What follows belongs to an exercise in optimizing a design on an open flow for small area; a production flow would make more cautious choices.
Where RTL was checked, it was by simulation tests only, not by an equivalence proof against the original.
The RTL of runs 4 and 6 was laid out without a check of its function.
Power and IR drop assume default switching activity.

===== flow/run.sh =====
#!/bin/bash
# Layout flow: the standard flow (standard.sh, unchanged synthesis) with
# two settings passed through the environment:
#  - clock tree synthesis without dummy loads, with sink clusters of up to
#    30 flip-flops within 60 um;
#  - port buffers of the smallest buffer cell.
# The full output goes to standard.log in the work folder.
export CTS_ARGS="-sink_clustering_enable -repair_clock_nets -dont_use_dummy_load -sink_clustering_size 18 -sink_clustering_max_diameter 40 -buf_list sky130_fd_sc_hd__clkbuf_8"
export BUFFER_PORTS_ARGS="-buffer_cell sky130_fd_sc_hd__buf_1"
bash standard.sh > standard.log 2>&1

===== standard.sh =====
#!/bin/bash
# synth_recipe.tcl (not shown) runs the flow's synth.tcl, then flattens the netlist and writes it again
# the make line also repeats each setting of config.mk as NAME=value (left out here)
make -C /OpenROAD-flow-scripts/flow DESIGN_CONFIG=/design/flow/config.mk WORK_HOME=/design/flow/orfs CLKGATE_MAP_FILE= SYNTH_SCRIPT=/design/flow/synth_recipe.tcl "${@:-finish}"

===== config.mk =====
export PLATFORM = sky130hd
export DESIGN_NAME = infix_expression_evaluator
export DESIGN_NICKNAME = infix_expression_evaluator
export VERILOG_FILES = /design/flow/design.v
export SDC_FILE = /design/flow/constraint.sdc
export NUM_CORES = 4
export LEC_CHECK = 0
export CAP_MARGIN = 20
export CORE_MARGIN = 2
export CORE_UTILIZATION = 65
export SLEW_MARGIN = 20

===== constraint.sdc =====
create_clock -name core_clock -period 9.0 [get_ports {clk}]
set_input_delay 1.8000 -clock core_clock [delete_from_list [all_inputs] [get_ports {clk}]]
set_output_delay 1.8000 -clock core_clock [all_outputs]
set_load 0.01 [all_outputs]

===== design.v =====
`default_nettype none
module infix_expression_evaluator #(
	parameter int STACK_DEPTH = 16,
	parameter int VALUE_WIDTH = 32
) (
	input  wire logic        clk,
	input  wire logic        arst_n,
	input  wire logic        start,
	output logic             busy,
	input  wire logic [7:0]  symbol,
	input  wire logic        last,
	output logic             done,
	output logic [31:0]      value,
	output logic [1:0]       status
);
	localparam int N = 14;    
	localparam logic [2:0] P_ADD = 3'b000, P_SUB = 3'b001, P_MUL = 3'b100, P_DIV = 3'b101,
	                       P_OPEN = 3'b010, P_CLOSE = 3'b011, P_FIN = 3'b110, P_NOP = 3'b111;
	localparam logic [1:0] E_OK = 2'd0, E_BAD = 2'd1, E_DIVZ = 2'd2, E_STACK = 2'd3;
	localparam logic [3:0] S_IDLE = 4'd0, S_OPR = 4'd1, S_PRE = 4'd2, S_EMIT = 4'd3,
	                       S_M1 = 4'd4, S_A1 = 4'd5, S_M2 = 4'd6, S_ZC = 4'd7,
	                       S_IT = 4'd8, S_M3 = 4'd9, S_A2 = 4'd10, S_RF = 4'd11,
	                       S_POP = 4'd12;
	logic [3:0]  state;
	logic [3:0]  ph;             
	logic [4:0]  cnt_d, cnt_o;   
	logic [1:0]  err;
	logic [2:0]  pend, top_o, sec_o;
	logic        lastq, neg;
	logic [4:0]  k;
	logic [31:0] X, Y;
	logic [32:0] R;
	logic [N*32-1:0] ring;
	logic [N*3-1:0]  oring;
	wire [31:0] tap  = ring[N*32-1 -: 32];
	wire [2:0]  otap = oring[N*3-1 -: 3];
	wire is_dig = (symbol >= 8'd48) && (symbol <= 8'd57);
	logic       is_op;
	logic [2:0] sym_code;
	always_comb begin
		is_op = 1'b1;
		sym_code = P_ADD;
		case (symbol)
			8'd43: sym_code = P_ADD;
			8'd45: sym_code = P_SUB;
			8'd42: sym_code = P_MUL;
			8'd47: sym_code = P_DIV;
			8'd40: sym_code = P_OPEN;
			8'd41: sym_code = P_CLOSE;
			default: is_op = 1'b0;
		endcase
	end
	wire [3:0] cd2 = 4'(cnt_d - 5'd2);
	wire [3:0] co2 = 4'(cnt_o - 5'd2);
	wire [3:0] co3 = 4'(cnt_o - 5'd3);
	wire d_empty = (cnt_d == 5'd0);
	wire d_lt2   = (cnt_d < 5'd2);
	wire d_full  = (cnt_d == 5'd16);
	wire o_empty = (cnt_o == 5'd0);
	wire o_lt2   = (cnt_o < 5'd2);
	wire o_lt3   = (cnt_o < 5'd3);
	wire o_full  = (cnt_o == 5'd16);
	wire dig_wait = is_dig && (err == E_OK) && !d_lt2 && !d_full && (ph != cd2);
	assign busy = (state != S_IDLE) || dig_wait;
	wire acc = start && !busy;
	wire op_mul = (top_o == P_MUL);
	wire op_div = (top_o == P_DIV);
	wire op_sub = (top_o == P_SUB);
	wire klast  = (k == 5'd31);
	logic        c, m, inv, cin;
	wire  [32:0] B  = ({X[31], X} & {33{m}}) ^ {33{inv}};
	wire  [32:0] T  = {R[31:0], c} + B + 33'(cin);
	always_comb begin
		c = 1'b0; m = 1'b1; inv = 1'b0; cin = 1'b0;
		case (state)
			S_A1: begin inv = X[31]; cin = X[31]; end
			S_ZC: begin inv = !X[31]; cin = !X[31]; end
			S_A2: begin inv = neg; cin = neg; end
			default: begin  
				if (op_mul) begin
					m = Y[31];
				end else if (op_div) begin
					c = Y[31];
					inv = !(R[32] ^ X[31]);
					cin = inv;
				end else begin
					c = Y[31] ^ op_sub;
					m = klast;
					cin = op_sub & klast;
				end
			end
		endcase
	end
	logic [3:0] state_n;
	logic [4:0] cnt_d_n, cnt_o_n;
	logic [1:0] err_n;
	logic [2:0] pend_n;
	logic       lastq_n;
	logic       wr_d, opush, opop;
	logic       red, push, pop, fin_now, cdone;
	logic       x_y, y_r, y_sh, y_tap, r_zero, r_dig, r_sum;
	always_comb begin
		state_n = state;
		cnt_d_n = cnt_d;
		cnt_o_n = cnt_o;
		err_n   = err;
		pend_n  = pend;
		lastq_n = lastq;
		wr_d = 1'b0; opush = 1'b0; opop = 1'b0;
		x_y = 1'b0; y_r = 1'b0; y_sh = 1'b0; y_tap = 1'b0;
		r_zero = 1'b0; r_dig = 1'b0; r_sum = 1'b0;
		done = 1'b0;
		red = 1'b0; push = 1'b0; pop = 1'b0; fin_now = 1'b0; cdone = 1'b0;
		case (state)
			S_IDLE: if (acc) begin
				if (err != E_OK) begin
					if (last) state_n = S_PRE;
				end else if (is_dig) begin
					if (d_full) begin
						err_n = E_STACK;
						if (last) state_n = S_PRE;
					end else begin
						wr_d = !d_lt2;
						y_r = 1'b1;
						r_dig = 1'b1;
						cnt_d_n = cnt_d + 5'd1;
						if (last) begin
							pend_n = P_FIN;
							lastq_n = 1'b1;
							state_n = S_OPR;
						end
					end
				end else if (is_op) begin
					pend_n = sym_code;
					lastq_n = last;
					state_n = S_OPR;
				end else begin
					err_n = E_BAD;
					if (last) state_n = S_PRE;
				end
			end
			S_OPR: begin
				case (pend)
					P_ADD, P_SUB: if (!o_empty && top_o != P_OPEN) red = 1'b1; else push = 1'b1;
					P_MUL, P_DIV: if (!o_empty && top_o[2]) red = 1'b1; else push = 1'b1;
					P_OPEN: push = 1'b1;
					P_CLOSE: begin
						if (o_empty) err_n = E_STACK;
						else if (top_o != P_OPEN) red = 1'b1;
						else begin pop = 1'b1; pend_n = P_NOP; end
					end
					P_NOP: cdone = 1'b1;
					default: begin  
						if (o_empty) fin_now = 1'b1;
						else if (top_o != P_OPEN) red = 1'b1;
						else pop = 1'b1;
					end
				endcase
				if (o_empty && pend == P_CLOSE) begin
					state_n = lastq ? S_PRE : S_IDLE;
				end else if (fin_now) begin
					if (d_empty) err_n = E_STACK;
					state_n = S_PRE;
				end else if (pop) begin
					state_n = S_POP;
				end else if (red) begin
					if (d_lt2) begin
						err_n = E_STACK;
						state_n = lastq ? S_PRE : S_IDLE;
					end else state_n = S_M1;
				end else if (push) begin
					if (o_full) begin
						err_n = E_STACK;
						state_n = lastq ? S_PRE : S_IDLE;
					end else if (o_lt2 || ph == co2) begin
						opush = 1'b1;
						cnt_o_n = cnt_o + 5'd1;
						cdone = 1'b1;
					end
				end
				if (cdone) begin
					if (lastq) pend_n = P_FIN;
					else state_n = S_IDLE;
				end
			end
			S_POP: begin
				if (o_lt3 || ph == co3) begin
					opop = 1'b1;
					cnt_o_n = cnt_o - 5'd1;
					state_n = S_OPR;
				end
			end
			S_M1: begin
				x_y = 1'b1;
				y_r = 1'b1;
				r_zero = 1'b1;
				cnt_d_n = cnt_d - 5'd1;
				state_n = op_div ? S_A1 : S_IT;
			end
			S_A1: begin
				r_sum = 1'b1;
				state_n = S_M2;
			end
			S_M2: begin
				x_y = 1'b1;
				y_r = 1'b1;
				r_zero = 1'b1;
				state_n = S_ZC;
			end
			S_ZC: begin
				if (!T[32]) begin
					err_n = E_DIVZ;
					state_n = lastq ? S_PRE : S_IDLE;
				end else state_n = S_IT;
			end
			S_IT: begin
				r_sum = 1'b1;
				y_sh = 1'b1;
				if (klast) state_n = op_div ? S_M3 : S_RF;
			end
			S_M3: begin
				x_y = 1'b1;
				r_zero = 1'b1;
				state_n = S_A2;
			end
			S_A2: begin
				r_sum = 1'b1;
				state_n = S_RF;
			end
			S_RF: begin
				if (d_lt2 || ph == cd2) begin
					y_tap = 1'b1;
					state_n = S_POP;
				end
			end
			S_PRE: begin
				r_zero = (err != E_OK);
				state_n = S_EMIT;
			end
			S_EMIT: begin
				done = 1'b1;
				cnt_d_n = 5'd0;
				cnt_o_n = 5'd0;
				err_n = E_OK;
				state_n = S_IDLE;
			end
			default: state_n = S_IDLE;
		endcase
	end
	always_ff @(posedge clk or negedge arst_n) begin
		if (!arst_n) begin
			state <= S_IDLE;
			ph    <= 4'd0;
			cnt_d <= 5'd0;
			cnt_o <= 5'd0;
			err   <= E_OK;
		end else begin
			state <= state_n;
			ph    <= (ph == 4'(N-1)) ? 4'd0 : ph + 4'd1;
			cnt_d <= cnt_d_n;
			cnt_o <= cnt_o_n;
			err   <= err_n;
		end
	end
	always_ff @(posedge clk) begin
		pend  <= pend_n;
		lastq <= lastq_n;
		if (state == S_M1) neg <= Y[31] ^ R[31];
		if (state == S_IT) k <= k + 5'd1;
		else k <= 5'd0;
		if (opush) begin
			top_o <= pend;
			sec_o <= top_o;
		end else if (opop) begin
			top_o <= sec_o;
			sec_o <= otap;
		end
		if (x_y) X <= Y;
		if (y_r) Y <= R[31:0];
		else if (y_tap) Y <= tap;
		else if (y_sh) Y <= {Y[30:0], !T[32]};
		if (r_sum) R <= T;
		else if (r_dig) R <= {29'd0, symbol[3:0]};
		else if (r_zero) R <= 33'd0;
		ring  <= {ring[(N-1)*32-1:0], wr_d ? Y : tap};
		oring <= {oring[(N-1)*3-1:0], (opush && !o_lt2) ? sec_o : otap};
	end
	assign value  = R[31:0];
	assign status = err;
endmodule
`default_nettype wire

==> summary.md, run 1 <==
| Metric | Value |
|---|---|
| Clock skew | `0.0751 ns` |
| Area delta synth->final | `5.49%` |
| Antenna cells | `0` |
| CTS tree | `yes` |
| Skew-Pair Late Insertion Delay | `0.61 ns` |
| Rel. slew slack | `33.4%` |
| Largest family of logic cells by synthesized area | `compound AO/OA/AOI/OAI gates` |
| Synthesized flop and latch total | `a little over 600` |
| Largest net degree at the start of global routing | `64` |
| Gpl congestion | `between 0.8 and 0.9` |
| Finish-stage setup viols | `0` |
| I/O pin count | `48` |
| Setup TNS | `0 ns` |
| Clock buffer depth | `3` |
| Layout cells sized above 1 | `6.69%` |
| Worst path arrival time | `5.60 ns` |
| EDFF count, synth | `around 110` |
| Die Ht | `177 um` |
| Sequential element share of the synthesized area | `70.5%` |
| Cts repair resizes | `0` |
| Setup bufs post-CTS | `0` |
| PD cells | `336 nW/um^2` |
| Yosys cell types | `88` |
| Initial antenna violation count | `0` |
| Peak VDD IR | `0.201 mV` |
| Synthesized area per cell | `13.2 um^2` |
| Int Power | `between 4 and 5 mW` |
| MaxCap Viol Count | `0` |
| Worst reg2reg path depth | `16` |
| Core area | `29500 um^2` |
| Logic pwr share | `30.6%` |
| Unrepaired setup endpoints after global routing | `false` |
| Pwr Total | `about 7 mW` |
| Routed wire length | `33300 um` |
| Initial core utilization | `65.7%` |
| Post-Syn Nets | `about 1500` |
| Mux contribution to synthesized area | `4.21%` |
| IO Port Bufs | `47` |
| Worst hold-check path type | `reg -> reg` |
| Clock network power share | `19.1%` |
| Setup CP Type | `reg -> reg` |
| DR top layer | `met4` |
| Fin. Hold Viols | `0` |
| CP endpoint kind | `flop` |
| Iteration-0 DRC Markers | `roughly 600` |
| Adder-cell share of the synthesized area | `3.26%` |
| Reg clk slew, reported paths | `~0.090 ns` |
| Switch Pwr | `2.31 mW` |
| Final Max Slew Viols | `0` |
| Hold depth | `0` |
| Hpwl dp | `approximately 22000 um` |
| Largest area contributor in the netlist | `dfxtp_1` |
| Main synth FF type | `dfxtp_1` |
| WL met3 | `1280 um` |
| Die ar. | `a little over 30000 um^2` |
| Root buffer selected by CTS | `clkbuf_8` |
| Slew @ Worst Pin | `0.996 ns` |
| Row count | `63` |
| Final Net Count | `1556` |
| Post-CTS Hold Buffers | `0` |
| Crit share post-route | `approximately three fifths` |
| Sw frac | `33.6%` |
| Synthesis Warnings | `1` |
| Avg WL per Cell | `approximately 18 um` |
| Compound-Gate Fraction of Synth Area | `8.30%` |
| Top cell type's share of synthesized area | `51.2%` |
| Metal-1 WL | `16200 um` |
| H-tree depth | `2` |
| Synth area leaders | `dfxtp_1, edfxtp_1, ha_1, dfrtp_1, xor2_1` |
| Critical Path RT | `between 9 and 10 ns` |
| Period minus WS final | `5.28 ns` |
| Seq pwr share | `50.3%` |
| Async SR Flop Fraction | `3.21%` |
| Via density | `5.38` |
| Synthesized area | `19400 um^2` |
| CTS Buf Count | `54` |
| Vias in the first global route | `approximately 10000` |
| Clock sinks | `623` |
| Worst Setup Start Kind | `flop` |
| First-pass GRT wire length | `53500 um` |
| Placed Area | `19700 um^2` |
| Total number of vias | `~10000` |
| Residual DRC | `0` |
| Fillers | `slightly above 2000` |
| GRT overflow | `0` |
| Post-DRT Antenna Nets | `0` |
| Post-Synth XOR/XNOR Area | `approximately 3.8%` |
| Max Clk Rate | `about 190 MHz` |
| Leak | `slightly above 8 nW` |
| Status | `finished clean` |
| Layout Utilization | `69.3%` |
| WL met2 | `~15000 um` |
| Die width | `roughly 180 um` |
| Finished Cell Area | `20400 um^2` |
| GRT Overall Usage | `21.8%` |
| Mapped Cells | `roughly 1500` |
| Simple-gate area share of the yosys netlist | `under 10%` |
| CP max FO | `33` |
| Drt pass-1 iters | `5` |
[through the flow]
stage / hold slack [ns] / setup WS (ns) / std cells
floorplan: 0.310 / 3.70 / 1463
global placement: 0.310 / 3.83 / 1830
detailed placement: 0.312 / 3.74 / 1830
CTS: 0.290 / 3.73 / 1884
global route: 0.293 / 3.33 / 1884
finish: 0.299 / 3.72 / 1884
[layout make-up]
type	count	area [um^2]	area share, %
inverters	28	105	0.514
clock buffers	54	743	3.64
flip-flops and latches	623	13700	66.8
multi-input cells	731	5180	25.4
well taps	390	488	2.39
repair buffers	58	259	1.27
[worst paths after layout]
check	startpoint	slack, ns	endpoint
hold / removal	ring[147]	0.30	ring[179]
setup reg to reg	state[2]	3.72	R[32]
setup / recovery	state[2]	3.72	R[32]
hold reg to reg	ring[147]	0.30	ring[179]
max in group asynchronous	arst_n	7.54	cnt_d[2]
min in group asynchronous	arst_n	1.22	state[3]
[worst max-delay path, stage by stage (launching register included)]
cell	delay, ns
dfrtp_1	0.57
nand2b_1	0.39
o32ai_1	0.13
a21oi_1	0.23
nand2_2	0.59
xor2_1	0.47
fa_1	0.27
inv_1	0.06
fa_1	0.39
nor2b_1	0.18
o31a_1	0.21
o211ai_1	0.16
a2111oi_2	0.49
o2111ai_1	0.29
a31oi_2	0.24
xnor2_2	0.16
and2_1	0.18
[cells in the final DEF (no fill, tap or decap), types with 3 or more instances in the layout]
cell type	synthesis	layout
dfxtp_1	495	495
edfxtp_1	108	108
nor2_1	98	97
a21oi_1	86	86
nand2_1	79	78
xor2_1	55	55
clkbuf_8	0	54
buf_1	1	47
ha_1	44	44
o21ai_0	38	37
mux2_1	35	35
mux2i_1	33	33
inv_1	28	28
xnor2_1	27	27
a21o_1	26	26
dfrtp_1	20	20
nor3_1	17	17
nand3_1	15	15
nand2b_1	11	11
a31oi_1	12	11
buf_4	35	11
nand4_1	10	10
mux2_2	8	8
and3_1	6	6
o21ai_1	7	6
o21bai_1	6	6
o211ai_1	6	6
a211oi_1	6	6
nor2b_1	5	5
and2_1	5	5
o22ai_1	6	5
o2111ai_1	4	4
fa_1	4	4
nor3b_1	4	3
a22oi_1	3	3
a2111o_1	3	3
a211o_1	3	3
nor4_1	3	3
o31ai_1	3	3
or3_1	3	3
[layer usage]
metal / global-route usage, % / vias up
met1: 31.0 / 4835
met5: 0 / -
met4: 5.99 / 0
li1: - / 5047
met2: 34.9 / 193
met3: 3.67 / 63
[sequential cells by signal, indices dropped and copies added (netlist names)]
register / flops
R: 33
X: 32
Y: 32
cnt_d: 5
cnt_o: 5
err: 2
k: 5
lastq: 1
neg: 1
oring: 42
pend: 3
ph: 4
ring: 448
sec_o: 3
state: 4
top_o: 3
[power groups by stage]
| stage | logic (mW) | clock network, mW | registers [mW] |
|---|---|---|---|
| after floorplan | 1.73 | 0 | 3.41 |
| after global placement | 2.08 | 0 | 3.52 |
| after detailed placement | 2.09 | 0 | 3.52 |
| after CTS | 2.11 | 1.35 | 3.46 |
| after global routing | 2.34 | 1.45 | 3.49 |
| final | 2.10 | 1.31 | 3.46 |
[synthesized netlist by cell type, types with 4 or more instances]
cell type and number:
dfxtp_1 495, ha_1 44, xor2_1 55, buf_2 19, mux2i_1 33, a211oi_1 6, fa_1 4, mux2_1 35
a21o_1 26, dfrtp_1 20, o21ai_1 7, edfxtp_1 108, nor3_1 17, a21oi_1 86, and3_1 6, a31oi_1 12
and2_1 5, xnor2_1 27, nand2_1 79, buf_4 35, clkbuf_1 24, nand4_1 10, nor3b_1 4, o21ai_0 38
nor2b_1 5, o22ai_1 6, o21bai_1 6, mux2_2 8, inv_1 28, nand2b_1 11, o2111ai_1 4, nor2_1 98
nand3_1 15, o211ai_1 6
[cells by family (layout without fill, tap and decap cells)]
group                      after synthesis  count (layout)
xor gates and xnor gates                83              83
adders and majority gates               48              48
AOI/OAI and AO/OA                      244             244
buffers and inverters                  109             140
DFF                                    623             623
muxes                                   76              76
and+or+nand+nor                        280             280
==> run 2, diff against run 1 <==
==> flow/run.sh (replaced) <==
#!/bin/bash
# Layout flow: the standard flow (standard.sh, unchanged synthesis) with
# two settings passed through the environment:
#  - clock tree synthesis without dummy loads, with sink clusters of up to
#    30 flip-flops within 60 um;
#  - port buffers of the smallest buffer cell.
# The full output goes to standard.log in the work folder.
export CTS_ARGS="-sink_clustering_enable -repair_clock_nets -dont_use_dummy_load -sink_clustering_size 12 -sink_clustering_max_diameter 40 -buf_list {sky130_fd_sc_hd__clkbuf_4 sky130_fd_sc_hd__clkbuf_8}"
export BUFFER_PORTS_ARGS="-buffer_cell sky130_fd_sc_hd__buf_1"
bash standard.sh > standard.log 2>&1
--- a/config.mk
+++ b/config.mk
@@ -7,5 +7,5 @@
 export LEC_CHECK = 0
 export CAP_MARGIN = 20
 export CORE_MARGIN = 2
-export CORE_UTILIZATION = 65
+export CORE_UTILIZATION = 40
 export SLEW_MARGIN = 20
==> run 2 against run 1 <==
  * Final cell count rose by 13%
  * Synthesized area did not move
  * Core utilization fell by 25 points
  * Maximum frequency fell by 6.1%
  * Sequential cell count did not move
  * First-iteration DRC count rose by 18%
  * Total power rose by 4.9%
  * Die area rose by 61%
  * Clock power rose by 24%
  * Critical endpoint unchanged
==> summary.md, run 2 <==
| Metric | Value |
|---|---|
| Worst path arrival time | `5.97 ns (+0.37 ns)` |
| Clock buffer depth | `3 (unchanged)` |
| Top cell type's share of synthesized area | `51.2% (unchanged)` |
| Commonest cells in the netlist | `dfxtp_1, edfxtp_1, nor2_1` |
| Setup CP Type | `reg -> reg` |
| Largest area contributor in the netlist | `dfxtp_1` |
| H-tree depth | `3 (+1)` |
| Initial core utilization | `40.6% (-25 points)` |
| Residual DRC | `0 (unchanged)` |
| IO Port Bufs | `47 (unchanged)` |
| GRT Overall Usage | `14.3% (-7.5 points)` |
| Reg2Reg Setup Slack | `3.37 ns (-0.34 ns)` |
| Antenna cells | `0 (unchanged)` |
| Setup TNS | `0 ns (unchanged)` |
| Die ar. | `50200 um^2 (+61%)` |
| Skew-Pair Late Insertion Delay | `0.66 ns (+0.05 ns)` |
| DR top layer | `met4` |
| Worst Setup Start Kind | `flop` |
| Post-CTS Hold Buffers | `0 (unchanged)` |
| Most frequent cells in the layout | `dfxtp_1, edfxtp_1, nor2_1` |
| MaxCap Viol Count | `0 (unchanged)` |
| Regs by FF count | `ring (448), oring (42), R (33)` |
| Final Net Count | `1577 (+1.3%)` |
| Initial antenna violation count | `0 (unchanged)` |
| Clock sinks | `623 (unchanged)` |
| Period minus WS final | `5.63 ns (+0.342 ns)` |
| Rel. slew slack | `32.4% (-1.0 points)` |
| PD cells | `343 nW/um^2 (+2.0%)` |
| Gpl congestion | `0.842 (-1.8%)` |
| Die width | `224 um (+27%)` |
| Finish-stage setup viols | `0 (unchanged)` |
| Commonest non-fill, non-tap cell in the layout | `dfxtp_1` |
| GRT overflow | `0 (unchanged)` |
| Reg clk slew, reported paths | `0.08 ns (about the same)` |
| Async SR Flop Fraction | `3.21% (unchanged)` |
| Synth area leaders | `dfxtp_1, edfxtp_1, ha_1, dfrtp_1, xor2_1` |
| Iteration-0 DRC Markers | `701 (+18%)` |
| Routed wire length | `34700 um (+4.2%)` |
| CTS tree | `yes` |
| Post-DRT Antenna Nets | `0 (unchanged)` |
| Total number of vias | `10266 (+1.3%)` |
| Hpwl dp | `22600 um (+0.58%)` |
| Metal-1 WL | `17100 um (+5.7%)` |
| Main synth FF type | `dfxtp_1` |
| Largest net degree at the start of global routing | `63 (-1.6%)` |
| Setup bufs post-CTS | `0 (unchanged)` |
| Post-Syn Nets | `1523 (unchanged)` |
| CTS Buf Count | `77 (+43%)` |
| Core area | `47700 um^2 (+62%)` |
| Pwr Total | `7.21 mW (+4.9%)` |
| Layout cells sized above 1 | `7.99% (+1.3 points)` |
| Unrepaired setup endpoints after global routing | `false` |
| Slew @ Worst Pin | `1.01 ns (+0.0187 ns)` |
| Avg WL per Cell | `16.3 um (-7.9%)` |
| I/O pin count | `48 (unchanged)` |
| Mapped Cells | `1463 (unchanged)` |
| WL met3 | `1540 um (+20%)` |
| Max Clk Rate | `178 MHz (-6.1%)` |
| Most instantiated library cell after synthesis | `dfxtp_1` |
| Via density | `4.82 (-10%)` |
| Critical Path RT | `9.35 ns (+0.03 ns)` |
| Crit share post-route | `62.5% (+3.8 points)` |
| Synthesized area per cell | `13.2 um^2 (unchanged)` |
| WL met2 | `15000 um (-0.58%)` |
| CP endpoint kind | `flop` |
| Final Max Slew Viols | `0 (unchanged)` |
| Leak | `8.27 nW (+1.9%)` |
| Peak VDD IR | `0.153 mV (-24%)` |
| Area delta synth->final | `8.55%` |
| Die Ht | `224 um (+27%)` |
| Status | `finished clean` |
| Largest reg by FF count | `ring` |
| Vias in the first global route | `10568 (+4.5%)` |
| Fin. Hold Viols | `0 (unchanged)` |
| Yosys cell types | `88 (unchanged)` |
| Row count | `80 (+27%)` |
| First-pass GRT wire length | `56800 um (+6.1%)` |
| CP max FO | `33 (unchanged)` |
| Synthesized flop and latch total | `623 (unchanged)` |
| Worst hold-check path type | `reg -> reg` |
| Synthesized area | `19400 um^2 (unchanged)` |
| Clock skew | `0.0953 ns (+0.0202 ns)` |
| Root buffer selected by CTS | `clkbuf_8` |
| EDFF count, synth | `108 (unchanged)` |
| Cts repair resizes | `0 (unchanged)` |
| Drt pass-1 iters | `5 (unchanged)` |
| Number of flip-flops in the largest register | `448 (unchanged)` |
| Fillers | `4353 (+110%)` |
| Sequential element share of the synthesized area | `70.5% (unchanged)` |
| Synthesis Warnings | `1 (unchanged)` |
## run 2: path summary, 6_finish.rpt
path | end | depth (start not counted) | from
hold / removal | ring[281] | 0 | ring[249]
min in group asynchronous | state[2] | 2 | arst_n
setup reg to reg | R[32] | 16 | state[0]
hold reg to reg | ring[281] | 0 | ring[249]
max in group asynchronous | cnt_o[0] | 2 | arst_n
setup / recovery | R[32] | 16 | state[0]
## run 2: critical path, cell delays in order (launching register included)
cell and delay [ns]:
dfrtp_1 0.70, nor3b_1 0.57, a22oi_1 0.22, nand2_1 0.15, nand2_2 0.54, xor2_1 0.46
fa_1 0.27, inv_1 0.07, fa_1 0.40, nor2b_1 0.18, o31a_1 0.23, o211ai_1 0.16
a2111oi_2 0.45, o2111ai_1 0.31, a31oi_2 0.26, xnor2_2 0.18, and2_1 0.20
## run 2: metal layers
layer / global-route usage [%] / vias up
met5: 0 / -
met4: 5.72 / 0
met3: 3.84 / 80
met2: 21.6 / 193
met1: 19.6 / 4917
li1: - / 5076
## run 2: cell type report
class / count / area [um^2] / area share, %
repair buffers: 56 / 244 / 1.16
clock buffers: 77 / 1060 / 5.04
multi-input cells: 731 / 5190 / 24.7
flip-flops and latches: 623 / 13700 / 64.9
inverters: 28 / 105 / 0.500
well taps: 615 / 769 / 3.66
## run 2: power by group
| group | internal, mW | total (mW) | switching, mW |
|---|---|---|---|
| registers | 3.22 | 3.48 | 0.258 |
| clock network | 0.755 | 1.62 | 0.867 |
| logic | 0.809 | 2.11 | 1.30 |
## run 2: cells by family (layout without fill, tap and decap cells)
| kind of cell | count (synthesis) | in the layout | synth area share [%] |
|---|---|---|---|
| flops | 623 | 623 | 70.5 |
| simple gates | 280 | 280 | 6.94 |
| compound gates | 244 | 244 | 8.30 |
| buf+inv | 109 | 161 | 3.00 |
| xor+xnor | 83 | 83 | 3.79 |
| mux | 76 | 76 | 4.21 |
| fa+ha+maj | 48 | 48 | 3.26 |
## run 2: metrics by stage
step | setup WS, ns | std cells | util, % | cell area [um^2] | hold slack (ns)
global route | 2.96 | 2130 | 44.0 | 21000 | 0.287
finish | 3.37 | 2130 | 44.0 | 21000 | 0.285
floorplan | 3.70 | 1463 | - | 19400 | 0.310
detailed placement | 3.35 | 2053 | 41.8 | 20000 | 0.312
CTS | 3.33 | 2130 | 44.0 | 21000 | 0.280
global placement | 3.53 | 2053 | 41.8 | 20000 | 0.310
==> run 3, diff against run 2 <==
==> flow/run.sh (replaced) <==
#!/bin/bash
# Layout flow: the standard flow (standard.sh, unchanged synthesis) with
# two settings passed through the environment:
#  - clock tree synthesis without dummy loads, with sink clusters of up to
#    30 flip-flops within 60 um;
#  - port buffers of the smallest buffer cell.
# The full output goes to standard.log in the work folder.
export CTS_ARGS="-sink_clustering_enable -repair_clock_nets -dont_use_dummy_load -sink_clustering_size 10 -sink_clustering_max_diameter 35 -buf_list sky130_fd_sc_hd__clkbuf_4"
export BUFFER_PORTS_ARGS="-buffer_cell sky130_fd_sc_hd__buf_1"
bash standard.sh > standard.log 2>&1
==> run 3 against run 2 <==
  * Synthesized area is the same
  * Global-route usage grew 0.057 points
  * Cell area shrank 1.8%
  * Maximum frequency grew 0.73%
  * Worst hold slack lost 0.060 ns
  * Final cell count grew 0.80%
  * Sequential share of layout area grew 1.2 points
  * Critical path type unchanged
  * Largest power group unchanged
==> summary.md, run 3 <==
| Metric | Value |
|---|---|
| Finish-stage setup viols | `0 (unchanged)` |
| Initial core utilization | `40.6% (unchanged)` |
| Synthesized area per cell | `13.2 um^2 (unchanged)` |
| PD cells | `332 nW/um^2 (-3.1%)` |
| Worst R2R Start | `state[0]` |
| Regs by FF count | `ring (448), oring (42), R (33)` |
| Setup CP Type | `reg -> reg` |
| Mapped Cells | `1463 (unchanged)` |
| Layout Utilization | `43.2% (-0.79 points)` |
| H-tree depth | `3 (unchanged)` |
| Final Max Slew Viols | `0 (unchanged)` |
| Async SR Flop Fraction | `3.21% (unchanged)` |
| Drt pass-1 iters | `5 (unchanged)` |
| Most instantiated library cell after synthesis | `dfxtp_1` |
| Total number of vias | `10362 (+0.94%)` |
| Synthesis Warnings | `1 (unchanged)` |
| Skew-Pair Late Insertion Delay | `0.83 ns (+0.17 ns)` |
| Crit-path max cell delay | `0.71 ns (about the same)` |
| Finished Cell Area | `20600 um^2 (-1.8%)` |
| FF-to-FF End | `R[32]` |
| Largest area contributor in the netlist | `dfxtp_1` |
| Layout cells sized above 1 | `8.71% (+0.72 points)` |
| Commonest cells in the netlist | `dfxtp_1, edfxtp_1, nor2_1` |
| GRT Overall Usage | `14.4% (+0.057 points)` |
| Area delta synth->final | `6.59%` |
| Largest net degree at the start of global routing | `63 (unchanged)` |
| Clock skew | `0.101 ns (+0.00539 ns)` |
| Max Clk Rate | `179 MHz (+0.73%)` |
| Adder-cell share of the synthesized area | `3.26% (unchanged)` |
| WP buf/inv | `1 (unchanged)` |
| MaxCap Viol Count | `0 (unchanged)` |
| Simple-gate area share of the yosys netlist | `6.94% (unchanged)` |
| Synth area leaders | `dfxtp_1, edfxtp_1, ha_1, dfrtp_1, xor2_1` |
| Top cell type's share of synthesized area | `51.2% (unchanged)` |
| Multi-input logic area | `5190 um^2 (unchanged)` |
| Routed wire length | `34700 um (about the same)` |
| Status | `finished clean` |
| CP endpoint kind | `flop` |
| CP max FO | `33 (unchanged)` |
| Critical Path RT | `9.55 ns (+0.20 ns)` |
| Worst reg2reg path depth | `16 (unchanged)` |
| CTS tree | `yes` |
| Unrepaired setup endpoints after global routing | `false` |
| IO Port Bufs | `47 (unchanged)` |
| Largest reg by FF count | `ring` |
| Cell count along the critical path | `16 (unchanged)` |
| CP max-delay cell | `dfrtp_1` |
| Fin. Hold Viols | `0 (unchanged)` |
| Synthesized area | `19400 um^2 (unchanged)` |
| Reg2Reg Setup Slack | `3.41 ns (+0.04 ns)` |
| Cts repair resizes | `0 (unchanged)` |
| Rel. slew slack | `32.0% (-0.33 points)` |
| Largest family of logic cells by synthesized area | `compound AO/OA/AOI/OAI gates` |
| Compound-Gate Fraction of Synth Area | `8.30% (unchanged)` |
| Crit-path cells | `nor3b_1 -> a22oi_1 -> nand2_1 -> nand2_2 -> xor2_1 -> fa_1 -> inv_1 -> fa_1 -> nor2b_1 -> o31a_1 -> o211ai_1 -> a2111oi_2 -> o2111ai_1 -> a31oi_2 -> xnor2_2 -> and2_1` |
| Worst path arrival time | `6.14 ns (+0.17 ns)` |
| Yosys cell types | `88 (unchanged)` |
| Core area | `47700 um^2 (unchanged)` |
| Die Ht | `224 um (unchanged)` |
| Commonest non-fill, non-tap cell in the layout | `dfxtp_1` |
| Synthesized flop and latch total | `623 (unchanged)` |
| CTS Buf Count | `89 (+16%)` |
| Fillers | `4418 (+1.5%)` |
| Row count | `80 (unchanged)` |
| Number of flip-flops in the largest register | `448 (unchanged)` |
| Hold slack | `0.225 ns (-0.0599 ns)` |
| First-pass GRT wire length | `56900 um (+0.26%)` |
| Hpwl dp | `22600 um (unchanged)` |
| Reg clk slew, reported paths | `0.10 ns (+0.02 ns)` |
| Avg WL per Cell | `16.2 um (-0.78%)` |
| Clock sinks | `623 (unchanged)` |
| EDFF count, synth | `108 (unchanged)` |
| Clock buffer depth | `3 (unchanged)` |
| Start point of the critical path | `state[0]` |
| Mux contribution to synthesized area | `4.21% (unchanged)` |
| Iteration-0 DRC Markers | `678 (-3.3%)` |
| Register Area | `13700 um^2 (unchanged)` |
| Vias in the first global route | `10689 (+1.1%)` |
| Slew @ Worst Pin | `1.02 ns (+0.00501 ns)` |
| Sequential element share of the synthesized area | `70.5% (unchanged)` |
| Peak VDD IR | `0.138 mV (-9.7%)` |
| Post-CTS Hold Buffers | `0 (unchanged)` |
| Post-Synth XOR/XNOR Area | `3.79% (unchanged)` |
| GRT overflow | `0 (unchanged)` |
| Pwr Total | `6.86 mW (-4.9%)` |
| Final Net Count | `1589 (+0.76%)` |
| Die width | `224 um (unchanged)` |
| Period minus WS final | `5.59 ns (-0.0410 ns)` |
| Residual DRC | `0 (unchanged)` |
| Post-DRT Antenna Nets | `0 (unchanged)` |
| Worst hold-check path type | `reg -> reg` |
| Root buffer selected by CTS | `clkbuf_4` |
| Initial antenna violation count | `2 (+2)` |
| Setup bufs post-CTS | `0 (unchanged)` |
| Leak | `8.13 nW (-1.7%)` |
| CP most frequent cell | `fa_1` |
| Worst Setup Start Kind | `flop` |
| Post-Syn Nets | `1523 (unchanged)` |
| Main synth FF type | `dfxtp_1` |
| Placed Area | `20000 um^2 (unchanged)` |
| Worst setup path endpoint | `R[32]` |
| Via density | `4.83 (+0.14%)` |
| Most frequent cells in the layout | `dfxtp_1, edfxtp_1, nor2_1` |
| Crit share post-route | `62.1% (-0.46 points)` |
| Setup TNS | `0 ns (unchanged)` |
| I/O pin count | `48 (unchanged)` |
| CP top delay family | `simple AND/OR/NAND/NOR gates` |
| Die ar. | `50200 um^2 (unchanged)` |
| Gpl congestion | `0.842 (unchanged)` |
[run 3: cell counts after synthesis]
Identical to the previous run, type by type.
[run 3: per-stage QoR]
| step | worst slack (ns) | std cells |
|---|---|---|
| 2_1_floorplan | 3.70 | 1463 |
| 3_3_place_gp | 3.53 | 2053 |
| 3_5_place_dp | 3.35 | 2053 |
| 4_1_cts | 3.34 | 2142 |
| 5_1_grt | 2.97 | 2147 |
| 6_report | 3.41 | 2147 |
[run 3: cell families (layout without fill, tap and decap cells)]
kind of cell | count (synthesis) | in the layout
flip-flops | 623 | 623
AND/OR/NAND/NOR | 280 | 280
AO/OA/AOI/OAI | 244 | 244
buffers and inverters | 109 | 173
XOR/XNOR | 83 | 83
multiplexers | 76 | 76
adder cells (fa/ha/maj) | 48 | 48
other | 0 | 5
[run 3: how the worst min path moves through the flow]
| stage | start | endpoint | slack, ns | cells after the start |
|---|---|---|---|---|
| 2_1_floorplan | oring[7] | oring[10] | 0.31 | 0 |
| 6_report | ring[214] | ring[246] | 0.22 | 0 |
| 5_1_grt | ring[214] | ring[246] | 0.20 | 0 |
| 3_3_place_gp | ring[257] | ring[289] | 0.31 | 0 |
| 3_5_place_dp | ring[336] | ring[368] | 0.31 | 0 |
| 4_1_cts | ring[214] | ring[246] | 0.21 | 0 |
[run 3: report_power, final]
part	leakage [nW]	internal, mW	total (mW)	switching [mW]
logic	2.45	0.809	2.10	1.30
registers	5.27	3.22	3.47	0.257
clock network	0.409	0.453	1.28	0.823
total	8.13	4.48	6.86	2.38
[run 3: final cells by class]
| cell class | instances | area share (%) |
|---|---|---|
| sequential | 623 | 66.1 |
| clock buffer | 89 | 3.24 |
| timing repair buffer | 56 | 1.18 |
| multi-input combinational | 731 | 25.1 |
| antenna | 5 | 0.0606 |
| tap | 615 | 3.73 |
| inverter | 28 | 0.509 |
[run 3: routing by layer]
metal,wire length [um],global-route usage (%),vias up
li1,-,-,5130
met1,17100,19.5,4977
met2,15200,21.6,192
met3,1530,4.16,63
met4,908,5.98,0
met5,0,0,-
==> run 4, diff against run 3 <==
--- a/design.v
+++ b/design.v
@@ -20,14 +20,14 @@
 	localparam logic [3:0] S_IDLE = 4'd0, S_OPR = 4'd1, S_PRE = 4'd2, S_EMIT = 4'd3,
 	                       S_M1 = 4'd4, S_A1 = 4'd5, S_M2 = 4'd6, S_ZC = 4'd7,
 	                       S_IT = 4'd8, S_M3 = 4'd9, S_A2 = 4'd10, S_RF = 4'd11,
-	                       S_POP = 4'd12;
+	                       S_POP = 4'd12, S_PW = 4'd13;
 	logic [3:0]  state;
 	logic [3:0]  ph;             
 	logic [4:0]  cnt_d, cnt_o;   
 	logic [1:0]  err;
 	logic [2:0]  pend, top_o, sec_o;
 	logic        lastq, neg;
-	logic [4:0]  k;
+	logic [4:0]  yrot;
 	logic [31:0] X, Y;
 	logic [32:0] R;
 	logic [N*32-1:0] ring;
@@ -51,6 +51,7 @@
 		endcase
 	end
 	wire [3:0] cd2 = 4'(cnt_d - 5'd2);
+	wire [3:0] cd3 = 4'(cnt_d - 5'd3);
 	wire [3:0] co2 = 4'(cnt_o - 5'd2);
 	wire [3:0] co3 = 4'(cnt_o - 5'd3);
 	wire d_empty = (cnt_d == 5'd0);
@@ -60,16 +61,26 @@
 	wire o_lt2   = (cnt_o < 5'd2);
 	wire o_lt3   = (cnt_o < 5'd3);
 	wire o_full  = (cnt_o == 5'd16);
-	wire dig_wait = is_dig && (err == E_OK) && !d_lt2 && !d_full && (ph != cd2);
+	wire yal = (yrot == 5'd0);
+	wire dig_wait = is_dig && (err == E_OK) && !d_lt2 && !d_full && !yal;
 	assign busy = (state != S_IDLE) || dig_wait;
 	wire acc = start && !busy;
 	wire op_mul = (top_o == P_MUL);
 	wire op_div = (top_o == P_DIV);
 	wire op_sub = (top_o == P_SUB);
-	wire klast  = (k == 5'd31);
+	wire klast  = (yrot == 5'd31);
 	logic        c, m, inv, cin;
 	wire  [32:0] B  = ({X[31], X} & {33{m}}) ^ {33{inv}};
-	wire  [32:0] T  = {R[31:0], c} + B + 33'(cin);
+	wire  [32:0] A  = {R[31:0], c};
+	logic [32:0] T;
+	logic [33:0] cy;
+	always_comb begin
+		cy[0] = cin;
+		for (int i = 0; i < 33; i++) begin
+			T[i] = A[i] ^ B[i] ^ cy[i];
+			cy[i+1] = (A[i] & B[i]) | (cy[i] & (A[i] ^ B[i]));
+		end
+	end
 	always_comb begin
 		c = 1'b0; m = 1'b1; inv = 1'b0; cin = 1'b0;
 		case (state)
@@ -120,15 +131,14 @@
 						err_n = E_STACK;
 						if (last) state_n = S_PRE;
 					end else begin
-						wr_d = !d_lt2;
+						x_y = 1'b1;
 						y_r = 1'b1;
 						r_dig = 1'b1;
 						cnt_d_n = cnt_d + 5'd1;
-						if (last) begin
-							pend_n = P_FIN;
-							lastq_n = 1'b1;
-							state_n = S_OPR;
-						end
+						pend_n = P_FIN;
+						lastq_n = last;
+						if (!d_lt2) state_n = S_PW;
+						else if (last) state_n = S_OPR;
 					end
 				end else if (is_op) begin
 					pend_n = sym_code;
@@ -183,6 +193,12 @@
 					else state_n = S_IDLE;
 				end
 			end
+			S_PW: begin
+				if (ph == cd3) begin
+					wr_d = 1'b1;
+					state_n = lastq ? S_OPR : S_IDLE;
+				end
+			end
 			S_POP: begin
 				if (o_lt3 || ph == co3) begin
 					opop = 1'b1;
@@ -190,7 +206,7 @@
 					state_n = S_OPR;
 				end
 			end
-			S_M1: begin
+			S_M1: if (yal) begin
 				x_y = 1'b1;
 				y_r = 1'b1;
 				r_zero = 1'b1;
@@ -201,13 +217,13 @@
 				r_sum = 1'b1;
 				state_n = S_M2;
 			end
-			S_M2: begin
+			S_M2: if (yal) begin
 				x_y = 1'b1;
 				y_r = 1'b1;
 				r_zero = 1'b1;
 				state_n = S_ZC;
 			end
-			S_ZC: begin
+			S_ZC: if (klast) begin
 				if (!T[32]) begin
 					err_n = E_DIVZ;
 					state_n = lastq ? S_PRE : S_IDLE;
@@ -266,8 +282,8 @@
 		pend  <= pend_n;
 		lastq <= lastq_n;
 		if (state == S_M1) neg <= Y[31] ^ R[31];
-		if (state == S_IT) k <= k + 5'd1;
-		else k <= 5'd0;
+		if (y_r || y_tap) yrot <= 5'd0;
+		else yrot <= yrot + 5'd1;
 		if (opush) begin
 			top_o <= pend;
 			sec_o <= top_o;
@@ -278,11 +294,11 @@
 		if (x_y) X <= Y;
 		if (y_r) Y <= R[31:0];
 		else if (y_tap) Y <= tap;
-		else if (y_sh) Y <= {Y[30:0], !T[32]};
+		else Y <= {Y[30:0], (state == S_IT && op_div) ? !T[32] : Y[31]};
 		if (r_sum) R <= T;
 		else if (r_dig) R <= {29'd0, symbol[3:0]};
 		else if (r_zero) R <= 33'd0;
-		ring  <= {ring[(N-1)*32-1:0], wr_d ? Y : tap};
+		ring  <= {ring[(N-1)*32-1:0], wr_d ? X : tap};
 		oring <= {oring[(N-1)*3-1:0], (opush && !o_lt2) ? sec_o : otap};
 	end
 	assign value  = R[31:0];
==> flow/run.sh (replaced) <==
#!/bin/bash
# Layout flow: the standard flow (standard.sh, unchanged synthesis) with
# two settings passed through the environment:
#  - clock tree synthesis without dummy loads, with sink clusters of up to
#    20 flip-flops within 50 um, driven by clkbuf_8 cells;
#  - port buffers of the smallest buffer cell.
# The full output goes to standard.log in the work folder.
export CTS_ARGS="-sink_clustering_enable -repair_clock_nets -dont_use_dummy_load -sink_clustering_size 20 -sink_clustering_max_diameter 50 -buf_list sky130_fd_sc_hd__clkbuf_8"
export BUFFER_PORTS_ARGS="-buffer_cell sky130_fd_sc_hd__buf_1"
bash standard.sh > standard.log 2>&1
==> run 4 against run 3 <==
  * The layout now fails its checks (negative setup slack)
  * Routed wire length shrank 12%
  * Worst hold slack gained 0.057 ns
  * Total power shrank 5.1%
  * Global-route usage shrank 1.0 points
  * Register-to-register slack lost 7.8 ns
  * Critical path depth grew 30
  * Sequential cell count is the same
  * Die area shrank 5.2%
  * Final cell count shrank 7.3%
  * Synthesized area shrank 5.3%
  * Sequential power shrank 2%
  * Critical endpoint is now err[1]
  * Largest power group unchanged
==> summary.md, run 4 <==
| Metric | Value |
|---|---|
| Register Area | `13300 um^2 (-2.3%)` |
| Worst Setup Start Kind | `flop` |
| Setup CP Type | `reg -> reg` |
| MaxCap Viol Count | `0 (unchanged)` |
| Period minus WS final | `13.42 ns (+7.84 ns)` |
| H-tree depth | `2 (-1)` |
| Synthesis Warnings | `1 (unchanged)` |
| Final Max Slew Viols | `0 (unchanged)` |
| CTS Buf Count | `46 (-48%)` |
| Largest net degree at the start of global routing | `68 (+7.9%)` |
| Clock buffer depth | `3 (unchanged)` |
| Largest area contributor in the netlist | `dfxtp_1` |
| Worst path arrival time | `13.91 ns (+7.77 ns)` |
| Async SR Flop Fraction | `3.21% (unchanged)` |
| Via density | `4.48 (-7.1%)` |
| Avg WL per Cell | `15.4 um (-5.0%)` |
| Critical Path RT | `9.48 ns (-0.07 ns)` |
| Hold Path Origin | `ring[319]` |
| Clock sinks | `623 (unchanged)` |
| I/O pin count | `48 (unchanged)` |
| Peak VDD IR | `0.146 mV (+5.3%)` |
| Most instantiated library cell after synthesis | `dfxtp_1` |
| Worst hold-check path type | `reg -> reg` |
| Finished Cell Area | `20100 um^2 (-2.7%)` |
| First-pass GRT wire length | `50000 um (-12%)` |
| Clock skew | `0.0784 ns (-0.0223 ns)` |
| Initial core utilization | `40.5% (-0.052 points)` |
| Regs by FF count | `ring (448), oring (42), R (33)` |
| Number of flip-flops in the largest register | `448 (unchanged)` |
| Die width | `218 um (-2.6%)` |
| Sequential element share of the synthesized area | `72.7% (+2.2 points)` |
| Placed Area | `19300 um^2 (-3.1%)` |
| Crit share post-route | `149% (+87 points)` |
| CP most frequent cell | `fa_2` |
| IO Port Bufs | `47 (unchanged)` |
| Cell Count, Final, Fillers Out | `1991 (-7.3%)` |
| Slew @ Worst Pin | `1.03 ns (+0.0121 ns)` |
| Synthesized area per cell | `13.9 um^2 (+5.3%)` |
| Layout Utilization | `44.4% (+1.1 points)` |
| GRT overflow | `0 (unchanged)` |
| PD cells | `324 nW/um^2 (-2.5%)` |
| Final Net Count | `1456 (-8.4%)` |
| Top cell type's share of synthesized area | `57.5% (+6.3 points)` |
| Skew-Pair Late Insertion Delay | `0.64 ns (-0.19 ns)` |
| Area delta synth->final | `9.48%` |
| Die ar. | `47600 um^2 (-5.2%)` |
| Finish-stage setup viols | `18 (+18)` |
| Fillers | `4092 (-7.4%)` |
| CP max-delay cell | `fa_2` |
| EDFF count, synth | `76 (-30%)` |
| Residual DRC | `0 (unchanged)` |
| Min setup slack post-route | `-4.42 ns (-7.84 ns)` |
| Commonest cells in the netlist | `dfxtp_1, nand2_1, edfxtp_1` |
| Mapped Cells | `1316 (-10%)` |
| Unrepaired setup endpoints after global routing | `true` |
| Yosys cell types | `79 (-10%)` |
| Root buffer selected by CTS | `clkbuf_8` |
| Hpwl dp | `20100 um (-11%)` |
| Pre-CTS worst setup slack | `-4.52 ns (-7.87 ns)` |
| Vias in the first global route | `9210 (-14%)` |
| Leak | `7.68 nW (-5.6%)` |
| Multi-input logic area | `4580 um^2 (-12%)` |
| GRT Overall Usage | `13.4% (-1.0 points)` |
| Routed wire length | `30600 um (-12%)` |
| Core area | `45300 um^2 (-5.2%)` |
| Antenna cells | `0 (-5)` |
| CTS tree | `yes` |
| Main synth FF type | `dfxtp_1` |
| Setup TNS | `-50.09 ns (-50.09 ns)` |
| Layout cells sized above 1 | `15.8% (+7.1 points)` |
| Max Clk Rate | `74.5 MHz (-58%)` |
| Synthesized flop and latch total | `623 (unchanged)` |
| Row count | `78 (-2.5%)` |
| Worst R2R Start | `yrot[1]` |
| Synth area leaders | `dfxtp_1, edfxtp_1, fa_1, mux2_2, dfrtp_1` |
| Total number of vias | `8928 (-14%)` |
| Reg clk slew, reported paths | `0.11 ns (about the same)` |
| CP max FO | `4 (-88%)` |
| CP endpoint kind | `flop` |
| Most frequent cells in the layout | `dfxtp_1, nand2_1, edfxtp_1` |
| Largest reg by FF count | `ring` |
| SO Faults | `negative setup slack` |
| Gpl congestion | `0.873 (+3.6%)` |
| Placed cells | `1941 (-5.5%)` |
| Rel. slew slack | `31.1% (-0.96 points)` |
| Synthesized area | `18300 um^2 (-5.3%)` |
| Status | `finished with violations` |
| Initial antenna violation count | `0 (-2)` |
| Post-DRT Antenna Nets | `0 (unchanged)` |
| Fin. Hold Viols | `0 (unchanged)` |
| Commonest non-fill, non-tap cell in the layout | `dfxtp_1` |
| Die Ht | `218 um (-2.6%)` |
| Crit-path max cell delay | `0.39 ns (-0.32 ns)` |
| Drt pass-1 iters | `5 (unchanged)` |
| Start point of the critical path | `yrot[1]` |
| Post-Syn Nets | `1379 (-9.5%)` |
| Iteration-0 DRC Markers | `501 (-26%)` |
[run 4: layer usage]
metal  part of all wire [%]  vias up  track usage, %
li1                       -     4452               -
met1                     50     4281            18.7
met2                     43      138            20.2
met3                    4.4       57            2.95
met4                    2.9        0            5.22
met5                      0        -               0
[run 4: cell type report]
| class | count | share of cell area, % |
|---|---|---|
| timing repair buffer | 102 | 2.93 |
| clock buffer | 46 | 3.15 |
| multi-input combinational | 568 | 22.8 |
| inverter | 52 | 0.972 |
| sequential | 623 | 66.4 |
| tap | 600 | 3.74 |
[run 4: final timing paths]
path | to | slack (ns) | depth (start not counted)
worst min-delay path | ring[351] | 0.28 | 0
min in group asynchronous | err[0] | 1.14 | 2
worst max register to register | err[1] | -4.42 | 46
worst min register to register | ring[351] | 0.28 | 0
worst max-delay path | err[1] | -4.42 | 46
max in group asynchronous | cnt_d[3] | 7.58 | 2
[run 4: logic make-up after synthesis]
group / count (synthesis) / share of synthesized area [%]
AO/OA/AOI/OAI: 142 / 5.00
flip-flops: 623 / 72.7
multiplexers: 81 / 4.73
buffers and inverters: 125 / 3.41
XOR/XNOR: 64 / 3.36
AND/OR/NAND/NOR: 230 / 5.96
adder cells (fa/ha/maj): 51 / 4.87
[run 4: what timing repair did]
| item | CTS | global route |
|---|---|---|
| endpoints found under the setup margin | 18 | 18 |
| pin swaps | 16 | 6 |
| hold buffers | 0 | 0 |
| hold endpoints to repair | 0 | 0 |
| buffers inserted | 3 | 3 |
| gates resized for setup | 13 | 9 |
[run 4: through the flow]
stage | total power [mW] | hold WS (ns)
floorplan | 4.73 | 0.310
global placement | 5.22 | 0.310
detailed placement | 5.27 | 0.312
CTS | 6.56 | 0.282
global route | 6.94 | 0.281
finish | 6.51 | 0.282
[run 4: worst max-delay path: cells and delay by family, from the launching register on]
kind	cells	cell delay, ns
AOI/OAI and AO/OA	4	0.56
DFF	1	0.37
buffers and inverters	2	0.11
adders and majority gates	34	11.25
and+or+nand+nor	3	0.35
xor gates and xnor gates	3	0.62
[run 4: report_power, final]
part / switching [mW] / leakage (nW) / internal, mW / total [mW]
sequential: 0.215 / 5.22 / 3.20 / 3.41
clock: 0.793 / 0.331 / 0.459 / 1.25
combinational: 1.05 / 2.13 / 0.795 / 1.84
total: 2.06 / 7.68 / 4.45 / 6.51
==> run 5, diff against run 4 <==
--- a/design.v
+++ b/design.v
@@ -71,16 +71,7 @@
 	wire klast  = (yrot == 5'd31);
 	logic        c, m, inv, cin;
 	wire  [32:0] B  = ({X[31], X} & {33{m}}) ^ {33{inv}};
-	wire  [32:0] A  = {R[31:0], c};
-	logic [32:0] T;
-	logic [33:0] cy;
-	always_comb begin
-		cy[0] = cin;
-		for (int i = 0; i < 33; i++) begin
-			T[i] = A[i] ^ B[i] ^ cy[i];
-			cy[i+1] = (A[i] & B[i]) | (cy[i] & (A[i] ^ B[i]));
-		end
-	end
+	wire  [32:0] T  = {R[31:0], c} + B + 33'(cin);
 	always_comb begin
 		c = 1'b0; m = 1'b1; inv = 1'b0; cin = 1'b0;
 		case (state)
==> run 5 against run 4 <==
  * Now clean on timing, DRC and antenna
  * Sequential share of layout area is 1.4 points lower
  * Sequential cell count stayed put
  * Critical path type is now in -> out
  * Via count is 14% higher
  * Critical path depth is 39 lower
  * Setup slack better by 8.3 ns
  * Total power is 7.1% higher
  * Core utilization is 1.3 points lower
==> summary.md, run 5 <==
| Metric | Value |
|---|---|
| Final Net Count | `1597 (+9.7%)` |
| Mapped Cells | `1505 (+14%)` |
| Crit-path max cell delay | `0.35 ns (-0.04 ns)` |
| Async SR Flop Fraction | `3.21% (unchanged)` |
| PD cells | `340 nW/um^2 (+4.9%)` |
| Synth area leaders | `dfxtp_1, edfxtp_1, ha_1, dfrtp_1, mux2_2` |
| Register Area | `13300 um^2 (about the same)` |
| Critical Path RT | `7.20 ns (-2.28 ns)` |
| Max Clk Rate | `197 MHz (+160%)` |
| MaxCap Viol Count | `0 (unchanged)` |
| CTS tree | `yes` |
| Regs by FF count | `ring (448), oring (42), R (33)` |
| Layout cells sized above 1 | `8.75% (-7.1 points)` |
| Largest net degree at the start of global routing | `68 (unchanged)` |
| Crit-path cells | `buf_1 -> o21ai_0 -> nand3_1 -> nor3_1 -> nand2_1 -> o21ai_0 -> buf_1` |
| Row count | `80 (+2.6%)` |
| Crit share post-route | `56.5% (-93 points)` |
| CP max-delay cell | `nor3_1` |
| Initial antenna violation count | `0 (unchanged)` |
| Clock skew | `0.0849 ns (+0.00650 ns)` |
| Die ar. | `49900 um^2 (+4.8%)` |
| Post-CTS Hold Buffers | `0 (unchanged)` |
| Finish-stage setup viols | `0 (-18)` |
| Sequential element share of the synthesized area | `69.3% (-3.4 points)` |
| CP endpoint kind | `primary output` |
| Finished Cell Area | `20500 um^2 (+2.1%)` |
| Antenna cells | `0 (unchanged)` |
| IO Port Bufs | `47 (unchanged)` |
| Cts repair resizes | `0 (-13)` |
| Initial core utilization | `40.4% (-0.12 points)` |
| Setup bufs post-CTS | `0 (-3)` |
| CTS Buf Count | `48 (+4.3%)` |
| Worst path arrival time | `3.29 ns (-10.62 ns)` |
| Yosys cell types | `80 (+1.3%)` |
| Fin. Hold Viols | `0 (unchanged)` |
| Worst Setup Start Kind | `input port` |
| Vias in the first global route | `10111 (+9.8%)` |
| Multi-input logic area | `5360 um^2 (+17%)` |
| Clock buffer depth | `3 (unchanged)` |
| Final Max Slew Viols | `0 (unchanged)` |
| Worst hold-check path type | `reg -> reg` |
| Rel. slew slack | `44.8% (+14 points)` |
| Cell Count, Final, Fillers Out | `2146 (+7.8%)` |
| Placed Area | `19800 um^2 (+2.5%)` |
| Avg WL per Cell | `15.5 um (+1.0%)` |
| Routed wire length | `33300 um (+8.9%)` |
| Setup CP Type | `in -> out` |
| Drt pass-1 iters | `5 (unchanged)` |
| Area delta synth->final | `6.57%` |
| Peak VDD IR | `0.142 mV (-2.7%)` |
| Pwr Total | `6.97 mW (+7.1%)` |
| Period minus WS final | `5.09 ns (-8.33 ns)` |
| Die width | `223 um (+2.4%)` |
| Min setup slack post-route | `3.91 ns (+8.33 ns)` |
| CP max FO | `6 (+2)` |
| First-pass GRT wire length | `54300 um (+8.5%)` |
| WP buf/inv | `2 (unchanged)` |
| Largest reg by FF count | `ring` |
| Leak | `8.02 nW (+4.5%)` |
| Skew-Pair Late Insertion Delay | `0.66 ns (+0.02 ns)` |
| Total number of vias | `10214 (+14%)` |
| Slew @ Worst Pin | `0.828 ns (-0.204 ns)` |
| Unrepaired setup endpoints after global routing | `false` |
| Commonest cells in the netlist | `dfxtp_1, nand2_1, o21ai_0` |
| Number of flip-flops in the largest register | `448 (unchanged)` |
| Most frequent cells in the layout | `dfxtp_1, nand2_1, o21ai_0` |
| Synthesized flop and latch total | `623 (unchanged)` |
| I/O pin count | `48 (unchanged)` |
| Synthesized area | `19200 um^2 (+4.9%)` |
| Synthesis Warnings | `1 (unchanged)` |
| Core area | `47600 um^2 (+5.2%)` |
| Commonest non-fill, non-tap cell in the layout | `dfxtp_1` |
| Root buffer selected by CTS | `clkbuf_8` |
| EDFF count, synth | `76 (unchanged)` |
| Clock sinks | `623 (unchanged)` |
| Iteration-0 DRC Markers | `686 (+37%)` |
| Largest area contributor in the netlist | `dfxtp_1` |
| Top cell type's share of synthesized area | `54.8% (-2.7 points)` |
| Via density | `4.76 (+6.1%)` |
| CP top delay family | `simple AND/OR/NAND/NOR gates` |
| Status | `finished clean` |
| Gpl congestion | `0.870 (-0.33%)` |
| H-tree depth | `2 (unchanged)` |
| Die Ht | `223 um (+2.4%)` |
| Post-DRT Antenna Nets | `0 (unchanged)` |
| Pre-CTS worst setup slack | `3.87 ns (+8.39 ns)` |
| Hpwl dp | `22500 um (+12%)` |
| Layout Utilization | `43.0% (-1.3 points)` |
| GRT overflow | `0 (unchanged)` |
| Residual DRC | `0 (unchanged)` |
| Post-Syn Nets | `1569 (+14%)` |
| Fillers | `4379 (+7.0%)` |
| Hold slack | `0.256 ns (-0.0258 ns)` |
| Synthesized area per cell | `12.8 um^2 (-8.3%)` |
| Setup TNS | `0 ns (+50.09 ns)` |
| Most instantiated library cell after synthesis | `dfxtp_1` |
| Main synth FF type | `dfxtp_1` |
| Reg clk slew, reported paths | `0.09 ns (-0.02 ns)` |
| GRT Overall Usage | `13.7% (+0.36 points)` |
| Placed cells | `2097 (+8.0%)` |
run 5: changes by cell type after synthesis, moves of 8 or more:
cell      before  now
nand2_1       96  122
xnor2_1       45   33
fa_1          34    4
nand2b_1       6   17
nor2_1        58   71
inv_1         52   30
nand3_1       17   25
xor2_1        15   52
a21o_1         5   19
a21oi_1       27   57
o21ai_0       56   78
ha_1          17   48
run 5: metal layers:
metal,up-vias,track usage [%],wire length [um]
li1,5112,-,-
met1,4890,19.4,16700
met2,162,20.7,14300
met3,50,3.33,1460
met4,0,4.28,838
met5,-,0,0
run 5: area by class of cell:
type	count	share of cell area, %
Multi-Input combinational cell	773	26.1
Clock buffer	48	3.22
Sequential cell	623	65.0
Inverter	30	0.549
Timing Repair Buffer	57	1.32
Tap cell	615	3.75
run 5: report_power, final:
part / internal (mW) / switching (mW)
logic: 0.930 / 1.45
clock network: 0.477 / 0.789
registers: 3.08 / 0.247
run 5: cells by family after synthesis:
| family | Yosys count | synth area share (%) |
|---|---|---|
| XOR/XNOR | 88 | 4.12 |
| flip-flops | 623 | 69.3 |
| buffers and inverters | 109 | 2.94 |
| adder cells (fa/ha/maj) | 52 | 3.54 |
| AND/OR/NAND/NOR | 312 | 7.68 |
| AO/OA/AOI/OAI | 246 | 8.26 |
| multiplexers | 75 | 4.17 |
run 5: worst paths after layout:
check	from	endpoint	slack [ns]	depth (start not counted)
max	symbol[2]	busy	3.91	7
min	ring[222]	ring[254]	0.26	0
max reg2reg	state[2]	err[0]	3.94	18
min reg2reg	ring[222]	ring[254]	0.26	0
max in group asynchronous	arst_n	ph[0]	7.58	2
min in group asynchronous	arst_n	cnt_d[3]	1.13	2
==> run 6, diff against run 5 <==
--- a/design.v
+++ b/design.v
@@ -71,7 +71,27 @@
 	wire klast  = (yrot == 5'd31);
 	logic        c, m, inv, cin;
 	wire  [32:0] B  = ({X[31], X} & {33{m}}) ^ {33{inv}};
-	wire  [32:0] T  = {R[31:0], c} + B + 33'(cin);
+	wire  [32:0] A  = {R[31:0], c};
+	logic [32:0] T;
+	logic [15:0] s0, s1;
+	logic [17:0] cl;
+	logic [16:0] ch0, ch1;
+	always_comb begin
+		cl[0] = cin;
+		for (int i = 0; i < 17; i++) begin
+			T[i] = A[i] ^ B[i] ^ cl[i];
+			cl[i+1] = (A[i] & B[i]) | (cl[i] & (A[i] ^ B[i]));
+		end
+		ch0[0] = 1'b0;
+		ch1[0] = 1'b1;
+		for (int i = 0; i < 16; i++) begin
+			s0[i] = A[17+i] ^ B[17+i] ^ ch0[i];
+			ch0[i+1] = (A[17+i] & B[17+i]) | (ch0[i] & (A[17+i] ^ B[17+i]));
+			s1[i] = A[17+i] ^ B[17+i] ^ ch1[i];
+			ch1[i+1] = (A[17+i] & B[17+i]) | (ch1[i] & (A[17+i] ^ B[17+i]));
+		end
+		T[32:17] = cl[17] ? s1 : s0;
+	end
 	always_comb begin
 		c = 1'b0; m = 1'b1; inv = 1'b0; cin = 1'b0;
 		case (state)
==> run 6 against run 5 <==
  * Now fails the layout checks on negative setup slack
  * Core utilization is 1.4 points higher
  * Sequential cell count did not move
  * Setup slack worse by 8.2 ns
  * Clock power fell by 3%
  * Die area down 4.9%
  * Largest cell class unchanged
  * Highest routed layer unchanged
  * Routed wire length shrank 8.6%
  * Clock skew decreased by 0.0048 ns
  * Sequential power decreased by 5%
  * Sequential share of layout area is 1.3 points higher
  * Register-to-register slack got worse by 8.2 ns
  * Critical path type is now reg -> reg
==> summary.md, run 6 <==
| Metric | Value |
|---|---|
| Status | `finished with violations` |
| SO Faults | `negative setup slack` |
| IO Port Bufs | `47 (unchanged)` |
| Synthesized area | `18300 um^2 (-4.9%)` |
| Clock skew | `0.0801 ns (-0.00475 ns)` |
| Max Clk Rate | `75.2 MHz (-62%)` |
| Synthesized area per cell | `13.8 um^2 (+7.9%)` |
| Post-Synth XOR/XNOR Area | `3.29% (-0.83 points)` |
| Compound-Gate Fraction of Synth Area | `4.88% (-3.4 points)` |
| Critical Path RT | `9.45 ns (+2.25 ns)` |
| Synthesis Warnings | `1 (unchanged)` |
| H-tree depth | `2 (unchanged)` |
| Most frequent cells in the layout | `dfxtp_1, nand2_1, edfxtp_1` |
| Leak | `7.68 nW (-4.2%)` |
| Die Ht | `218 um (-2.5%)` |
| CTS Buf Count | `45 (-6.3%)` |
| I/O pin count | `48 (unchanged)` |
| Final Max Slew Viols | `0 (unchanged)` |
| Number of flip-flops in the largest register | `448 (unchanged)` |
| CP max FO | `4 (-2)` |
| MaxCap Viol Count | `0 (unchanged)` |
| Sequential element share of the synthesized area | `72.9% (+3.6 points)` |
| Min setup slack post-route | `-4.30 ns (-8.21 ns)` |
| Adder-cell share of the synthesized area | `4.91% (+1.4 points)` |
| Initial antenna violation count | `0 (unchanged)` |
| Finish-stage setup viols | `17 (+17)` |
| Worst path arrival time | `13.75 ns (+10.46 ns)` |
| Slew @ Worst Pin | `1.05 ns (+0.226 ns)` |
| Residual DRC | `0 (unchanged)` |
| WP buf/inv | `3 (+1)` |
| Peak VDD IR | `0.146 mV (+2.7%)` |
| CP max-delay cell | `fa_2` |
| Layout Utilization | `44.4% (+1.4 points)` |
| Initial core utilization | `40.4% (about the same)` |
| Final Net Count | `1471 (-7.9%)` |
| GRT overflow | `0 (unchanged)` |
| Largest area contributor in the netlist | `dfxtp_1` |
| Avg WL per Cell | `15.2 um (-2.2%)` |
| Clock sinks | `623 (unchanged)` |
| CTS tree | `yes` |
| Die width | `218 um (-2.5%)` |
| Row count | `78 (-2.5%)` |
| Crit share post-route | `148% (+91 points)` |
| Area delta synth->final | `9.90%` |
| Iteration-0 DRC Markers | `488 (-29%)` |
| Main synth FF type | `dfxtp_1` |
| Commonest cells in the netlist | `dfxtp_1, nand2_1, edfxtp_1` |
| Clock buffer depth | `3 (unchanged)` |
| First-pass GRT wire length | `49300 um (-9.3%)` |
| Hpwl dp | `19900 um (-11%)` |
| Worst hold-check path type | `reg -> reg` |
| Period minus WS final | `13.30 ns (+8.21 ns)` |
| EDFF count, synth | `76 (unchanged)` |
| Synthesized flop and latch total | `623 (unchanged)` |
| Unrepaired setup endpoints after global routing | `true` |
| Post-DRT Antenna Nets | `0 (unchanged)` |
| Root buffer selected by CTS | `clkbuf_8` |
| Reg clk slew, reported paths | `0.11 ns (+0.02 ns)` |
| Fin. Hold Viols | `0 (unchanged)` |
| Commonest non-fill, non-tap cell in the layout | `dfxtp_1` |
| Core area | `45300 um^2 (-5.0%)` |
| Antenna cells | `0 (unchanged)` |
| Mux contribution to synthesized area | `4.67% (+0.50 points)` |
| Die ar. | `47500 um^2 (-4.9%)` |
| Synth area leaders | `dfxtp_1, edfxtp_1, fa_1, dfrtp_1, mux2_2` |
| Simple-gate area share of the yosys netlist | `6.05% (-1.6 points)` |
| Fillers | `4156 (-5.1%)` |
| Largest net degree at the start of global routing | `67 (-1.5%)` |
| Post-CTS Hold Buffers | `0 (unchanged)` |
| CP endpoint kind | `flop` |
| Crit-path max cell delay | `0.38 ns (+0.03 ns)` |
[run 6: timing repair]
action,4_1_cts,5_1_grt
pin swaps,5,6
buffers inserted,5,3
hold endpoints to repair,0,0
gates resized for setup,9,8
gates cloned,0,0
setup endpoints to repair,18,18
[run 6: cell families after synthesis]
group	count (synthesis)
mux	80
xor+xnor	64
fa+ha+maj	52
simple gates	240
buf+inv	126
flops	623
compound gates	141
[run 6: cell type report]
class | instances | area [um^2] | share of cell area (%)
repair buffers | 106 | 623 | 3.10
well taps | 600 | 751 | 3.73
inverters | 54 | 205 | 1.02
clock buffers | 45 | 619 | 3.08
multi-input cells | 577 | 4570 | 22.7
flip-flops and latches | 623 | 13300 | 66.3
[run 6: through the flow]
step / instance area (um^2) / setup WS (ns) / std cells / hold slack (ns)
after CTS: 20100 / -4.31 / 2002 / 0.270
after detailed placement: 19300 / -4.40 / 1952 / 0.312
after global placement: 19300 / -4.25 / 1952 / 0.310
after floorplan: 18400 / -3.94 / 1326 / 0.310
final: 20100 / -4.30 / 2005 / 0.270
after global routing: 20100 / -4.64 / 2005 / 0.269
[run 6: path summary, 6_finish.rpt]
| kind | to | cells after the start | start | slack [ns] |
|---|---|---|---|---|
| setup / recovery | state[1] | 45 | yrot[0] | -4.30 |
| hold / removal | oring[11] | 0 | oring[8] | 0.27 |
| setup reg to reg | state[1] | 45 | yrot[0] | -4.30 |
| hold reg to reg | oring[11] | 0 | oring[8] | 0.27 |
| max in group asynchronous | ph[1] | 2 | arst_n | 7.54 |
| min in group asynchronous | cnt_o[2] | 2 | arst_n | 1.18 |
[run 6: where the power goes]
group	total [mW]	switching (mW)	leakage [nW]	internal [mW]
Clock	1.23	0.783	0.324	0.449
Combinational	1.50	0.895	2.13	0.600
Sequential	3.15	0.143	5.23	3.01
Total	5.88	1.82	7.68	4.06
[run 6: routing by layer]
metal	global-route usage (%)	part of all wire, %	up-vias
met5	0	0	-
met4	4.94	2.6	0
met3	2.83	4.4	54
met2	20.3	44	125
met1	18.1	49	4353
li1	-	-	4485

Setup slack of run 6, layout unchanged: -4.296 ns with ideal ports, -4.296 ns with driving cells assumed (clock clkbuf_16, inputs buf_2), -4.296 ns with port delays also shifted by the 0.635 ns mid clock arrival.
